Source: an optimization exercise on an open RTL-to-GDS flow (aim: small area). Production flows keep margins and buffers that such runs may drop.
Function was checked by simulation only, so behaviour that the tests miss may differ from the original.
Power is estimated from default activity; no workload was simulated.

==> flow/design.v, too long to show whole: its modules and the start of the top module <==
// module conv3x3_window_mac: 3568 lines
module conv3x3_window_mac (
  input  logic        clk,
  input  logic        rst,
  input  logic        en,
  input  logic        clear,
  input  logic [7:0]  tap1,
  input  logic [7:0]  tap2,
  input  logic [7:0]  tap3,
  input  logic [7:0]  tap4,
  input  logic [7:0]  tap5,
  input  logic [7:0]  tap6,
  input  logic [7:0]  tap7,
  input  logic [7:0]  tap8,
  input  logic [7:0]  tap9,
  input  logic [71:0] weights,
  input  logic [15:0] bias,
  output logic [7:0]  out_data,
  output logic        out_valid,
  output logic [3:0]  out_row,
  output logic [3:0]  out_col,
  output logic        frame_done
);
  // ...
==> flow/flow/run.sh <==
#!/bin/bash
# Standard ORFS layout with three changes:
#  * after synthesis, flow/polopt.py re-chooses the polarity of each full adder and
#    two-input gate to drop the inverters that Yosys' adder extraction leaves between
#    adders, and puts the latest-arriving input of each full adder on its fastest pin
#    (registers and their names are untouched);
#  * the port buffers are plain sky130_fd_sc_hd__buf_1 cells (see BUFFER_PORTS_ARGS);
#  * clock tree synthesis inserts no dummy loads.
set -euo pipefail
R=orfs/results/sky130hd/conv3x3_window_mac/base
bash standard.sh synth > synth.log 2>&1
cp $R/1_2_yosys.v $R/1_2_yosys.std.v
python3 flow/polopt.py $R/1_2_yosys.std.v $R/1_2_yosys.v > polopt.log 2>&1
rm -f $R/1_synth.odb $R/1_synth.sdc
bash standard.sh finish "BUFFER_PORTS_ARGS=-buffer_cell sky130_fd_sc_hd__buf_1" \
  "CTS_ARGS=-sink_clustering_enable -repair_clock_nets -dont_use_dummy_load -buf_list sky130_fd_sc_hd__clkbuf_8" \
  > layout.log 2>&1
==> flow/standard.sh <==
#!/bin/bash
# synth_recipe.tcl (not shown) runs the flow's synth.tcl, then flattens the netlist and writes it again
# the make line also repeats each setting of config.mk as NAME=value (left out here)
make -C /OpenROAD-flow-scripts/flow DESIGN_CONFIG=/design/flow/config.mk WORK_HOME=/design/flow/orfs CLKGATE_MAP_FILE= SYNTH_SCRIPT=/design/flow/synth_recipe.tcl "${@:-finish}"
==> flow/config.mk <==
export PLATFORM = sky130hd
export DESIGN_NAME = conv3x3_window_mac
export DESIGN_NICKNAME = conv3x3_window_mac
export VERILOG_FILES = /design/flow/design.v
export SDC_FILE = /design/flow/constraint.sdc
export NUM_CORES = 4
export LEC_CHECK = 0
export CAP_MARGIN = 20
export CORE_MARGIN = 2
export CORE_UTILIZATION = 40
export CTS_BUF_LIST = sky130_fd_sc_hd__clkbuf_8
export GPL_TIMING_DRIVEN = 0
export SLEW_MARGIN = 20
==> flow/constraint.sdc <==
create_clock -name core_clock -period 6.5 [get_ports {clk}]
set_input_delay 1.3000 -clock core_clock [delete_from_list [all_inputs] [get_ports {clk}]]
set_output_delay 1.3000 -clock core_clock [all_outputs]
set_load 0.01 [all_outputs]
Not shown: flow/flow/polopt.py
==> flow_summary.yaml, run 1 <==
run_status:
  status: "timing/DRC/antenna clean"
finish:
  top_register: "x1_q"
  drive_above_1_share: 0.0147
  largest_reg_flops: 26
  nNonClkBuffers: 184
  multiInputGateArea_mm2: 0.0141
  clk_share: 0.00411
  fin_area_mm2: 0.0167
  multi_input_area_share: 0.840
  stdcell_count: 2010
timing:
  relSlewSlack: 0.505
  rsz0062_at_grt: "no"
  fmax_mhz: 156
  drv_slew: 0
  tns_ns: 0
power_and_ir_drop:
  p_comb_frac: 0.904
  p_leak_nw: 5.59
  total_power_mw: 10.5
  p_clk_mw: 0.178
place:
  hpwlAfterDp_um: 47600
die:
  rows: 71
  taps: 511
  dieArea_mm2: 0.0400
  dieHeight_um: 200
global_route:
  grt_util_met2: 0.445
  gr-max-usage-layer: "met2"
  grt_pass1_vias: 12700
  grtUsageTotal: 0.283
  antenna_found_initial: 0
setup_path:
  crit_type: "input pin to flip-flop"
  worstSetupStartpointType: "input pin"
  crit_end: "x1_q[21]"
  reg2reg_setup_slack_ns: 1.13
clocking:
  root_buffer: "clkbuf_8"
  cts_tree: "done"
  clk_pin_slew_ns: 0.09
synthesis:
  synthesis.area_mm2: 0.0154
job:
  max_cap_viol_count: 0
route:
  wl_met2_um: 25100
  drtIter0Drc: 980
min_path:
  hp-start: "y_q[7]"
  min_to: "out_q[7]"
==> inputs of run 2 (changes only) <==
--- a/flow/design.v
+++ b/flow/design.v
@@ -1800,17 +1800,17 @@
   logic c1161;
   logic s1162;
   logic c1163;
   logic s1164;
   logic c1165;
   logic s1166;
   logic c1167;
   logic s1168;
-  logic [25:0] x1_q;
+  logic [24:0] x1_q;
   logic [19:7] h_sum;
   logic [19:7] acc;
   assign pp0_0_0 = ~(tap[0][0] & weights[0]);
   assign pp0_0_1 = ~(tap[0][1] & weights[0]);
   assign pp0_0_2 = ~(tap[0][2] & weights[0]);
   assign pp0_0_3 = ~(tap[0][3] & weights[0]);
   assign pp0_0_4 = ~(tap[0][4] & weights[0]);
   assign pp0_0_5 = ~(tap[0][5] & weights[0]);
@@ -2490,20 +2490,20 @@
   assign s104 = s78 ^ s80 ^ s82;
   assign c105 = (s78 & s80) | (s82 & (s78 ^ s80));
   assign s106 = s84 ^ s86 ^ s88;
   assign c107 = (s84 & s86) | (s88 & (s84 ^ s86));
   assign s108 = s90 ^ s92 ^ s94;
   assign c109 = (s90 & s92) | (s94 & (s90 ^ s92));
   assign s110 = c52 ^ c54 ^ c56;
   assign c111 = (c52 & c54) | (c56 & (c52 ^ c54));
-  assign s112 = c58 ^ c60 ^ s100;
-  assign c113 = (c58 & c60) | (s100 & (c58 ^ c60));
-  assign s114 = s96 ^ s98 ^ s102;
-  assign c115 = (s96 & s98) | (s102 & (s96 ^ s98));
+  assign s112 = c58 ^ c60 ^ s96;
+  assign c113 = (c58 & c60) | (s96 & (c58 ^ c60));
+  assign s114 = s98 ^ s100 ^ s102;
+  assign c115 = (s98 & s100) | (s102 & (s98 ^ s100));
   assign s116 = s104 ^ s106 ^ s108;
   assign c117 = (s104 & s106) | (s108 & (s104 ^ s106));
   assign s118 = c62 ^ c64 ^ s110;
   assign c119 = (c62 & c64) | (s110 & (c62 ^ c64));
   assign s120 = c66 ^ s112 ^ s114;
   assign c121 = (c66 & s112) | (s114 & (c66 ^ s112));
   assign s122 = s116 ^ c68 ^ s118;
   assign c123 = (s116 & c68) | (s118 & (s116 ^ c68));
@@ -2553,20 +2553,20 @@
   assign s167 = s131 ^ s133 ^ s135;
   assign c168 = (s131 & s133) | (s135 & (s131 ^ s133));
   assign s169 = s137 ^ s139 ^ s141;
   assign c170 = (s137 & s139) | (s141 & (s137 ^ s139));
   assign s171 = s143 ^ s145 ^ s147;
   assign c172 = (s143 & s145) | (s147 & (s143 ^ s145));
   assign s173 = s149 ^ s151 ^ s153;
   assign c174 = (s149 & s151) | (s153 & (s149 ^ s151));
-  assign s175 = s155 ^ c101 ^ c97;
-  assign c176 = (s155 & c101) | (c97 & (s155 ^ c101));
-  assign s177 = c99 ^ c103 ^ c105;
-  assign c178 = (c99 & c103) | (c105 & (c99 ^ c103));
+  assign s175 = s155 ^ c97 ^ c99;
+  assign c176 = (s155 & c97) | (c99 & (s155 ^ c97));
+  assign s177 = c101 ^ c103 ^ c105;
+  assign c178 = (c101 & c103) | (c105 & (c101 ^ c103));
   assign s179 = c107 ^ c109 ^ s157;
   assign c180 = (c107 & c109) | (s157 & (c107 ^ c109));
   assign s181 = s159 ^ s161 ^ s163;
   assign c182 = (s159 & s161) | (s163 & (s159 ^ s161));
   assign s183 = s165 ^ s167 ^ s169;
   assign c184 = (s165 & s167) | (s169 & (s165 ^ s167));
   assign s185 = ~bias[4] ^ s171 ^ s173;
   assign c186 = (~bias[4] & s171) | (s173 & (~bias[4] ^ s171));
@@ -3452,115 +3452,115 @@
   assign s1066 = c1009 ^ c1011 ^ s1060;
   assign c1067 = (c1009 & c1011) | (s1060 & (c1009 ^ c1011));
   assign s1068 = s1062 ^ c1013 ^ c1015;
   assign c1069 = (s1062 & c1013) | (c1015 & (s1062 ^ c1013));
   assign s1070 = s1064 ^ c1017 ^ s1066;
   assign c1071 = (s1064 & c1017) | (s1066 & (s1064 ^ c1017));
   assign s1072 = c1019 ^ s1068 ^ s1070;
   assign c1073 = (c1019 & s1068) | (s1070 & (c1019 ^ s1068));
-  assign s1074 = ~bias[14] ^ pp0_7_7 ^ pp1_7_7;
-  assign c1075 = (~bias[14] & pp0_7_7) | (pp1_7_7 & (~bias[14] ^ pp0_7_7));
-  assign s1076 = pp2_7_7 ^ pp3_7_7 ^ pp4_7_7;
-  assign c1077 = (pp2_7_7 & pp3_7_7) | (pp4_7_7 & (pp2_7_7 ^ pp3_7_7));
-  assign s1078 = pp5_7_7 ^ pp6_7_7 ^ pp7_7_7;
-  assign c1079 = (pp5_7_7 & pp6_7_7) | (pp7_7_7 & (pp5_7_7 ^ pp6_7_7));
-  assign s1080 = c1025 ^ c1029 ^ c1033;
-  assign c1081 = (c1025 & c1029) | (c1033 & (c1025 ^ c1029));
-  assign s1082 = pp8_7_7 ^ c1027 ^ c1031;
-  assign c1083 = (pp8_7_7 & c1027) | (c1031 & (pp8_7_7 ^ c1027));
-  assign s1084 = c1035 ^ s1074 ^ s1076;
-  assign c1085 = (c1035 & s1074) | (s1076 & (c1035 ^ s1074));
-  assign s1086 = c1037 ^ c1039 ^ c1043;
-  assign c1087 = (c1037 & c1039) | (c1043 & (c1037 ^ c1039));
-  assign s1088 = s1078 ^ c1041 ^ c1045;
-  assign c1089 = (s1078 & c1041) | (c1045 & (s1078 ^ c1041));
-  assign s1090 = s1080 ^ s1082 ^ s1084;
-  assign c1091 = (s1080 & s1082) | (s1084 & (s1080 ^ s1082));
-  assign s1092 = c1047 ^ c1049 ^ c1053;
-  assign c1093 = (c1047 & c1049) | (c1053 & (c1047 ^ c1049));
-  assign s1094 = c1051 ^ s1088 ^ s1090;
-  assign c1095 = (c1051 & s1088) | (s1090 & (c1051 ^ s1088));
-  assign s1096 = s1086 ^ c1055 ^ c1059;
-  assign c1097 = (s1086 & c1055) | (c1059 & (s1086 ^ c1055));
-  assign s1098 = c1057 ^ s1092 ^ s1094;
-  assign c1099 = (c1057 & s1092) | (s1094 & (c1057 ^ s1092));
-  assign s1100 = c1061 ^ c1063 ^ s1096;
-  assign c1101 = (c1061 & c1063) | (s1096 & (c1061 ^ c1063));
-  assign s1102 = s1098 ^ c1065 ^ c1067;
-  assign c1103 = (s1098 & c1065) | (c1067 & (s1098 ^ c1065));
-  assign s1104 = s1100 ^ c1069 ^ s1102;
-  assign c1105 = (s1100 & c1069) | (s1102 & (s1100 ^ c1069));
-  assign s1106 = c1071 ^ s1104 ^ c1073;
-  assign c1107 = (c1071 & s1104) | (c1073 & (c1071 ^ s1104));
-  assign s1108 = c1075 ^ c1077 ^ c1079;
-  assign c1109 = (c1075 & c1077) | (c1079 & (c1075 ^ c1077));
-  assign s1110 = c1083 ^ c1085 ^ s1108;
-  assign c1111 = (c1083 & c1085) | (s1108 & (c1083 ^ c1085));
-  assign s1112 = bias[15] ^ c1081 ^ c1087;
-  assign c1113 = (bias[15] & c1081) | (c1087 & (bias[15] ^ c1081));
-  assign s1114 = c1089 ^ c1091 ^ s1110;
-  assign c1115 = (c1089 & c1091) | (s1110 & (c1089 ^ c1091));
-  assign s1116 = s1112 ^ c1093 ^ c1095;
-  assign c1117 = (s1112 & c1093) | (c1095 & (s1112 ^ c1093));
-  assign s1118 = s1114 ^ c1097 ^ c1099;
-  assign c1119 = (s1114 & c1097) | (c1099 & (s1114 ^ c1097));
-  assign s1120 = s1116 ^ c1101 ^ s1118;
-  assign c1121 = (s1116 & c1101) | (s1118 & (s1116 ^ c1101));
-  assign s1122 = c1103 ^ s1120 ^ c1105;
-  assign c1123 = (c1103 & s1120) | (c1105 & (c1103 ^ s1120));
-  assign s1124 = 1'b1 ^ c1109 ^ c1111;
-  assign c1125 = (1'b1 & c1109) | (c1111 & (1'b1 ^ c1109));
-  assign s1126 = c1113 ^ c1115 ^ s1124;
-  assign c1127 = (c1113 & c1115) | (s1124 & (c1113 ^ c1115));
-  assign s1128 = c1117 ^ s1126 ^ c1119;
-  assign c1129 = (c1117 & s1126) | (c1119 & (c1117 ^ s1126));
-  assign s1130 = s1128 ^ c1121 ^ c1123;
-  assign c1131 = (s1128 & c1121) | (c1123 & (s1128 ^ c1121));
-  assign s1132 = 1'b1 ^ c1125 ^ c1127;
-  assign c1133 = (1'b1 & c1125) | (c1127 & (1'b1 ^ c1125));
-  assign s1134 = x1_q[0] ^ x1_q[1];
-  assign c1135 = x1_q[0] & x1_q[1];
-  assign s1136 = x1_q[2] ^ x1_q[3] ^ c1135;
-  assign c1137 = (x1_q[2] & x1_q[3]) | (c1135 & (x1_q[2] ^ x1_q[3]));
-  assign s1138 = x1_q[4] ^ x1_q[5] ^ c1137;
-  assign c1139 = (x1_q[4] & x1_q[5]) | (c1137 & (x1_q[4] ^ x1_q[5]));
-  assign s1140 = x1_q[6] ^ x1_q[7] ^ x1_q[8];
-  assign c1141 = (x1_q[6] & x1_q[7]) | (x1_q[8] & (x1_q[6] ^ x1_q[7]));
-  assign s1142 = s1140 ^ c1139;
-  assign c1143 = s1140 & c1139;
-  assign s1144 = x1_q[10] ^ x1_q[11] ^ x1_q[9];
-  assign c1145 = (x1_q[10] & x1_q[11]) | (x1_q[9] & (x1_q[10] ^ x1_q[11]));
-  assign s1146 = c1141 ^ s1144 ^ c1143;
-  assign c1147 = (c1141 & s1144) | (c1143 & (c1141 ^ s1144));
-  assign s1148 = x1_q[12] ^ x1_q[13] ^ x1_q[14];
-  assign c1149 = (x1_q[12] & x1_q[13]) | (x1_q[14] & (x1_q[12] ^ x1_q[13]));
-  assign s1150 = c1145 ^ s1148 ^ c1147;
-  assign c1151 = (c1145 & s1148) | (c1147 & (c1145 ^ s1148));
-  assign s1152 = x1_q[15] ^ x1_q[16] ^ x1_q[17];
-  assign c1153 = (x1_q[15] & x1_q[16]) | (x1_q[17] & (x1_q[15] ^ x1_q[16]));
-  assign s1154 = c1149 ^ s1152 ^ c1151;
-  assign c1155 = (c1149 & s1152) | (c1151 & (c1149 ^ s1152));
-  assign s1156 = x1_q[18] ^ c1153 ^ c1155;
-  assign c1157 = (x1_q[18] & c1153) | (c1155 & (x1_q[18] ^ c1153));
-  assign s1158 = x1_q[19] ^ x1_q[20] ^ c1157;
-  assign c1159 = (x1_q[19] & x1_q[20]) | (c1157 & (x1_q[19] ^ x1_q[20]));
-  assign s1160 = x1_q[21] ^ c1159;
-  assign c1161 = x1_q[21] & c1159;
-  assign s1162 = x1_q[22] ^ x1_q[23] ^ x1_q[24];
-  assign c1163 = (x1_q[22] & x1_q[23]) | (x1_q[24] & (x1_q[22] ^ x1_q[23]));
+  assign s1074 = c1021 ^ s1072 ^ c1023;
+  assign c1075 = (c1021 & s1072) | (c1023 & (c1021 ^ s1072));
+  assign s1076 = ~bias[14] ^ pp0_7_7 ^ pp1_7_7;
+  assign c1077 = (~bias[14] & pp0_7_7) | (pp1_7_7 & (~bias[14] ^ pp0_7_7));
+  assign s1078 = pp2_7_7 ^ pp3_7_7 ^ pp4_7_7;
+  assign c1079 = (pp2_7_7 & pp3_7_7) | (pp4_7_7 & (pp2_7_7 ^ pp3_7_7));
+  assign s1080 = pp5_7_7 ^ pp6_7_7 ^ pp7_7_7;
+  assign c1081 = (pp5_7_7 & pp6_7_7) | (pp7_7_7 & (pp5_7_7 ^ pp6_7_7));
+  assign s1082 = c1025 ^ c1029 ^ c1033;
+  assign c1083 = (c1025 & c1029) | (c1033 & (c1025 ^ c1029));
+  assign s1084 = pp8_7_7 ^ c1027 ^ c1031;
+  assign c1085 = (pp8_7_7 & c1027) | (c1031 & (pp8_7_7 ^ c1027));
+  assign s1086 = c1035 ^ s1076 ^ s1078;
+  assign c1087 = (c1035 & s1076) | (s1078 & (c1035 ^ s1076));
+  assign s1088 = c1037 ^ c1039 ^ c1043;
+  assign c1089 = (c1037 & c1039) | (c1043 & (c1037 ^ c1039));
+  assign s1090 = s1080 ^ c1041 ^ c1045;
+  assign c1091 = (s1080 & c1041) | (c1045 & (s1080 ^ c1041));
+  assign s1092 = s1082 ^ s1084 ^ s1086;
+  assign c1093 = (s1082 & s1084) | (s1086 & (s1082 ^ s1084));
+  assign s1094 = c1047 ^ c1049 ^ c1053;
+  assign c1095 = (c1047 & c1049) | (c1053 & (c1047 ^ c1049));
+  assign s1096 = c1051 ^ s1090 ^ s1092;
+  assign c1097 = (c1051 & s1090) | (s1092 & (c1051 ^ s1090));
+  assign s1098 = s1088 ^ c1055 ^ c1059;
+  assign c1099 = (s1088 & c1055) | (c1059 & (s1088 ^ c1055));
+  assign s1100 = c1057 ^ s1094 ^ s1096;
+  assign c1101 = (c1057 & s1094) | (s1096 & (c1057 ^ s1094));
+  assign s1102 = c1061 ^ c1063 ^ s1098;
+  assign c1103 = (c1061 & c1063) | (s1098 & (c1061 ^ c1063));
+  assign s1104 = s1100 ^ c1065 ^ c1067;
+  assign c1105 = (s1100 & c1065) | (c1067 & (s1100 ^ c1065));
+  assign s1106 = s1102 ^ c1069 ^ s1104;
+  assign c1107 = (s1102 & c1069) | (s1104 & (s1102 ^ c1069));
+  assign s1108 = c1071 ^ s1106 ^ c1073;
+  assign c1109 = (c1071 & s1106) | (c1073 & (c1071 ^ s1106));
+  assign s1110 = c1077 ^ c1079 ^ c1081;
+  assign c1111 = (c1077 & c1079) | (c1081 & (c1077 ^ c1079));
+  assign s1112 = c1085 ^ c1087 ^ s1110;
+  assign c1113 = (c1085 & c1087) | (s1110 & (c1085 ^ c1087));
+  assign s1114 = bias[15] ^ c1083 ^ c1089;
+  assign c1115 = (bias[15] & c1083) | (c1089 & (bias[15] ^ c1083));
+  assign s1116 = c1091 ^ c1093 ^ s1112;
+  assign c1117 = (c1091 & c1093) | (s1112 & (c1091 ^ c1093));
+  assign s1118 = s1114 ^ c1095 ^ c1097;
+  assign c1119 = (s1114 & c1095) | (c1097 & (s1114 ^ c1095));
+  assign s1120 = s1116 ^ c1099 ^ c1101;
+  assign c1121 = (s1116 & c1099) | (c1101 & (s1116 ^ c1099));
+  assign s1122 = s1118 ^ c1103 ^ s1120;
+  assign c1123 = (s1118 & c1103) | (s1120 & (s1118 ^ c1103));
+  assign s1124 = c1105 ^ s1122 ^ c1107;
+  assign c1125 = (c1105 & s1122) | (c1107 & (c1105 ^ s1122));
+  assign s1126 = 1'b1 ^ c1111 ^ c1113;
+  assign c1127 = (1'b1 & c1111) | (c1113 & (1'b1 ^ c1111));
+  assign s1128 = c1115 ^ c1117 ^ s1126;
+  assign c1129 = (c1115 & c1117) | (s1126 & (c1115 ^ c1117));
+  assign s1130 = c1119 ^ s1128 ^ c1121;
+  assign c1131 = (c1119 & s1128) | (c1121 & (c1119 ^ s1128));
+  assign s1132 = s1130 ^ c1123 ^ c1125;
+  assign c1133 = (s1130 & c1123) | (c1125 & (s1130 ^ c1123));
+  assign s1134 = 1'b1 ^ c1127 ^ c1129;
+  assign c1135 = (1'b1 & c1127) | (c1129 & (1'b1 ^ c1127));
+  assign s1136 = x1_q[0] ^ x1_q[1];
+  assign c1137 = x1_q[0] & x1_q[1];
+  assign s1138 = x1_q[2] ^ x1_q[3] ^ c1137;
+  assign c1139 = (x1_q[2] & x1_q[3]) | (c1137 & (x1_q[2] ^ x1_q[3]));
+  assign s1140 = x1_q[4] ^ x1_q[5] ^ c1139;
+  assign c1141 = (x1_q[4] & x1_q[5]) | (c1139 & (x1_q[4] ^ x1_q[5]));
+  assign s1142 = x1_q[6] ^ x1_q[7] ^ x1_q[8];
+  assign c1143 = (x1_q[6] & x1_q[7]) | (x1_q[8] & (x1_q[6] ^ x1_q[7]));
+  assign s1144 = s1142 ^ c1141;
+  assign c1145 = s1142 & c1141;
+  assign s1146 = x1_q[9] ^ x1_q[10] ^ x1_q[11];
+  assign c1147 = (x1_q[9] & x1_q[10]) | (x1_q[11] & (x1_q[9] ^ x1_q[10]));
+  assign s1148 = c1143 ^ s1146 ^ c1145;
+  assign c1149 = (c1143 & s1146) | (c1145 & (c1143 ^ s1146));
+  assign s1150 = x1_q[12] ^ x1_q[13] ^ x1_q[14];
+  assign c1151 = (x1_q[12] & x1_q[13]) | (x1_q[14] & (x1_q[12] ^ x1_q[13]));
+  assign s1152 = c1147 ^ s1150 ^ c1149;
+  assign c1153 = (c1147 & s1150) | (c1149 & (c1147 ^ s1150));
+  assign s1154 = x1_q[15] ^ c1151 ^ c1153;
+  assign c1155 = (x1_q[15] & c1151) | (c1153 & (x1_q[15] ^ c1151));
+  assign s1156 = x1_q[16] ^ x1_q[17] ^ c1155;
+  assign c1157 = (x1_q[16] & x1_q[17]) | (c1155 & (x1_q[16] ^ x1_q[17]));
+  assign s1158 = x1_q[18] ^ x1_q[19] ^ c1157;
+  assign c1159 = (x1_q[18] & x1_q[19]) | (c1157 & (x1_q[18] ^ x1_q[19]));
+  assign s1160 = x1_q[20] ^ c1159;
+  assign c1161 = x1_q[20] & c1159;
+  assign s1162 = x1_q[21] ^ x1_q[22] ^ x1_q[23];
+  assign c1163 = (x1_q[21] & x1_q[22]) | (x1_q[23] & (x1_q[21] ^ x1_q[22]));
   assign s1164 = s1162 ^ c1161;
   assign c1165 = s1162 & c1161;
-  assign s1166 = x1_q[25] ^ c1163 ^ c1165;
-  assign c1167 = (x1_q[25] & c1163) | (c1165 & (x1_q[25] ^ c1163));
+  assign s1166 = x1_q[24] ^ c1163 ^ c1165;
+  assign c1167 = (x1_q[24] & c1163) | (c1165 & (x1_q[24] ^ c1163));
   assign s1168 = 1'b1 ^ c1167;
   always_ff @(posedge clk) begin
-    x1_q <= {c1133, c1131, c1129, s1132, s1130, c1107, s1122, s1106, c1023, s1072, c1021, s1022, c955, s1020, c869, s954, s952, s868, c767, s864, s766, c651, s650, c525, s524, c399};
+    x1_q <= {c1135, c1133, c1131, s1134, s1132, c1109, s1124, c1075, s1108, s1074, s1022, c955, s1020, c869, s954, s952, s868, c767, s864, s766, c651, s650, c525, s524, c399};
   end
-  assign h_sum = {s1168, s1166, s1164, s1160, s1158, s1156, s1154, s1150, s1146, s1142, s1138, s1136, s1134};
+  assign h_sum = {s1168, s1166, s1164, s1160, s1158, s1156, s1154, s1152, s1148, s1144, s1140, s1138, s1136};
   logic [7:0] sat;
   assign acc = ~h_sum;
   assign sat = acc[19] ? 8'd0 : ((|acc[18:15]) ? 8'hff : acc[14:7]);
   logic [7:0] y_q, out_q;
   always_ff @(posedge clk) begin
     y_q   <= sat;
     out_q <= y_q;
   end
==> run 2 against run 1 <==
  * Via count is 1.8% lower
  * Core utilization up 0.073 points
  * Total power is 1.8% higher
  * Largest power group unchanged
  * Worst hold slack improved by 0.017 ns
  * Sequential share of layout area shrank 0.13 points
  * Combinational power is 2% higher
  * Still clean
  * Critical path depth unchanged
  * Worst setup slack improved by 0.012 ns
  * Global-route usage decreased by 0.77 points
==> flow_summary.yaml, run 2 <==
timing:
  fmax_mhz: 156
  tightest_slew_ns: 0.661
  fin_crit_ns: 6.40
  rsz0062_at_grt: "no"
  skew_ns: 0.0218
  relSlewSlack: 0.559
  drv_slew: 0
  fin_crit_sh: 0.984
  hold_violations: 0
  setup_viol: 0
finish:
  largest_reg_flops: 25
  top_regs: "x1_q x25, out_q x8, y_q x8"
  seqCellArea_mm2: 0.00113
  top_register: "x1_q"
  synthToLayoutAreaGrowth_pct: 9.28
  final_cell_mix: "nand2_1 (582), fa_1 (565), buf_1 (145), dfxtp_1 (41), inv_1 (37)"
  drive_above_1_share: 0.0333
  stdcell_count: 2012
  fillers: 3663
  multiInputGateArea_mm2: 0.0141
  diodes: 0
  final_common_cell: "nand2_1"
  final_nets: 2238
power_and_ir_drop:
  p_leak_nw: 5.67
  p_comb_frac: 0.906
  p_int_mw: 5.40
  p_per_area_mw_per_mm2: 639
  peakVddDrop_mv: 0.654
  power.share.clock: 0.016
  total_power_mw: 10.7
  power_frac_seq: 0.077
  switchingPower_mw: 5.33
  swShare: 0.497
setup_path:
  worstPathArrival_ns: 6.59
  critPathRequiredTime_ns: 6.70
  crit_path_cell_trace: "buf_1, nand2_1, fa_1, fa_1, fa_1, fa_1, fa_1, fa_1, fa_1, fa_1, fa_1, fa_1"
  crit_type: "input pin to flip-flop"
  worstSetupStartpointType: "input pin"
  reg2regPathDepth: 15
  cpPeakStageDelay_ns: 0.59
  crit_start: "tap6[3]"
  worst_path_most_repeated_cell: "fa_1"
  timing.rr.end: "y_q[3]"
  rr_startpoint: "x1_q[0]"
  cpMaxStageDelayCell: "fa_1"
  path_buf_inv: 1
  critical_path.top_delay_family: "adder cells"
  cp_max_fo: 8
  worstSetupEndpointType: "flip-flop"
  reg2reg_setup_slack_ns: 1.22
route:
  wire_per_inst_um: 26.0
  wirelength_um: 52200
  vias_per_cell: 5.48
  wl_met2_um: 24700
  drtIter0Drc: 993
  first_pass_iters: 5
  route.detailed.drc: 0
  wl_met1_um: 19300
  met3_length_um: 5040
  postRouteAntennaNets: 0
  via_count: 11000
  top_layer: "met4"
die:
  fp.dieW_um: 200
  rows: 71
  dieArea_mm2: 0.0399
  start_util: 0.406
  coreArea_mm2: 0.0378
  dieHeight_um: 200
  io_pins: 182
synthesis:
  postSynthNetCount: 2052
  synthesis.area_mm2: 0.0153
  syn_area_per_cell_um2: 11.7
  synthCells: 1317
  yosys_warnings: 2
global_route:
  antenna_found_initial: 0
  grt_max_degree: 16
  grt_pass1_wl_um: 77100
  grtUsageTotal: 0.276
  grt_pass1_vias: 12400
  overflow: 0
min_path:
  holdPathStages: 0
  min_to: "out_q[7]"
  hp-start: "y_q[7]"
  hp-class: "flip-flop to flip-flop"
place:
  dp.cells: 2007
  port_buffers: 179
  gp_congestion: 0.989
  hpwlAfterDp_um: 47200
clocking:
  cts_tree: "done"
  numClockSinks: 53
  clk_latency_ns: 0.32
  numCtsBuffers: 5
  clk_pin_slew_ns: 0.09
  clk_path_buf_depth: 2
  htreeDepth: 2
  root_buffer: "clkbuf_8"
  hold_buffers: 0
job:
  max_cap_viol_count: 0
run_status:
  status: "timing/DRC/antenna clean"
## run 2: worst max-delay path by stage
stage	cells after the start	end
after CTS	12	x1_q[15]
final	12	x1_q[15]
after global routing	12	x1_q[15]
after detailed placement	12	x1_q[15]
after global placement	12	x1_q[15]
after floorplan	11	x1_q[15]
## run 2: power groups by stage
stage,clock [mW],combinational (mW),sequential [mW]
final,0.174,9.72,0.830
after CTS,0.192,10.1,0.835
after global routing,0.205,11.4,0.846
after floorplan,0,7.02,0.842
after detailed placement,0,10.0,0.843
after global placement,0,9.81,0.839
## run 2: layout make-up
| cell class | instances | area share |
|---|---|---|
| Multi-Input combinational cell | 1222 | 0.838 |
| Sequential cell | 53 | 0.0673 |
| Timing Repair Buffer | 179 | 0.0427 |
| Tap cell | 511 | 0.0381 |
| Inverter | 37 | 0.00828 |
| Clock buffer | 5 | 0.00410 |
| Buffer | 5 | 0.00112 |
## run 2: per-layer routing
metal  up-vias  track usage
li1       4333            -
met1      5897        0.368
met2       680        0.431
met3       119       0.0568
met4         0        0.141
met5         -            0
## run 2: through the flow
| step | TNS, ns | setup WS, ns | hold WS (ns) | instance area [um^2] | utilization |
|---|---|---|---|---|---|
| after floorplan | 0 | 0.554 | 0.310 | 15300 | - |
| after global placement | -1.14 | -0.322 | 0.316 | 16700 | 0.441 |
| after detailed placement | -1.37 | -0.342 | 0.316 | 16700 | 0.441 |
| after CTS | 0 | 0.0258 | 0.340 | 16700 | 0.443 |
| after global routing | 0 | 0.00220 | 0.348 | 16800 | 0.444 |
| final | 0 | 0.105 | 0.335 | 16800 | 0.444 |
## run 2: timing repair
item / in CTS / in global routing
setup endpoints to repair: 0 / 3
gates resized for setup: 0 / 35
setup buffers: 0 / 0

## separate check: timing with driven ports
The flow's constraints put no driver on any port. The routed layouts listed below were extracted and timed again, unchanged, in two steps. Step 1: set_driving_cell puts a clkbuf_16 on clk and a buf_2 on each other input, an assumption about the parent block. Step 2 moves the port delays by t, midway between the first and last clock arrival at a register: inputs arrive t later, outputs are due t later. That takes back most of the time a late clock gives input paths. a / b / c = ideal ports / drivers / drivers and shift; a / b = the first two.
| run | t, ns | setup slack, ns | worst slew at a driven data input, ns | cell pins on the clock port's net |
|---|---|---|---|---|
| run 1 | 0.345 | 0.093 / 0.103 / -0.242 | 0.05 | 1 |
| run 2 | 0.336 | 0.105 / 0.108 / -0.228 | 0.06 | 1 |
Met with ideal ports but missed after step 2: setup timing in run 1 and run 2. For run 1, which loses most, drivers alone change the setup slack by +0.010 ns; drivers and shift together by -0.335 ns.
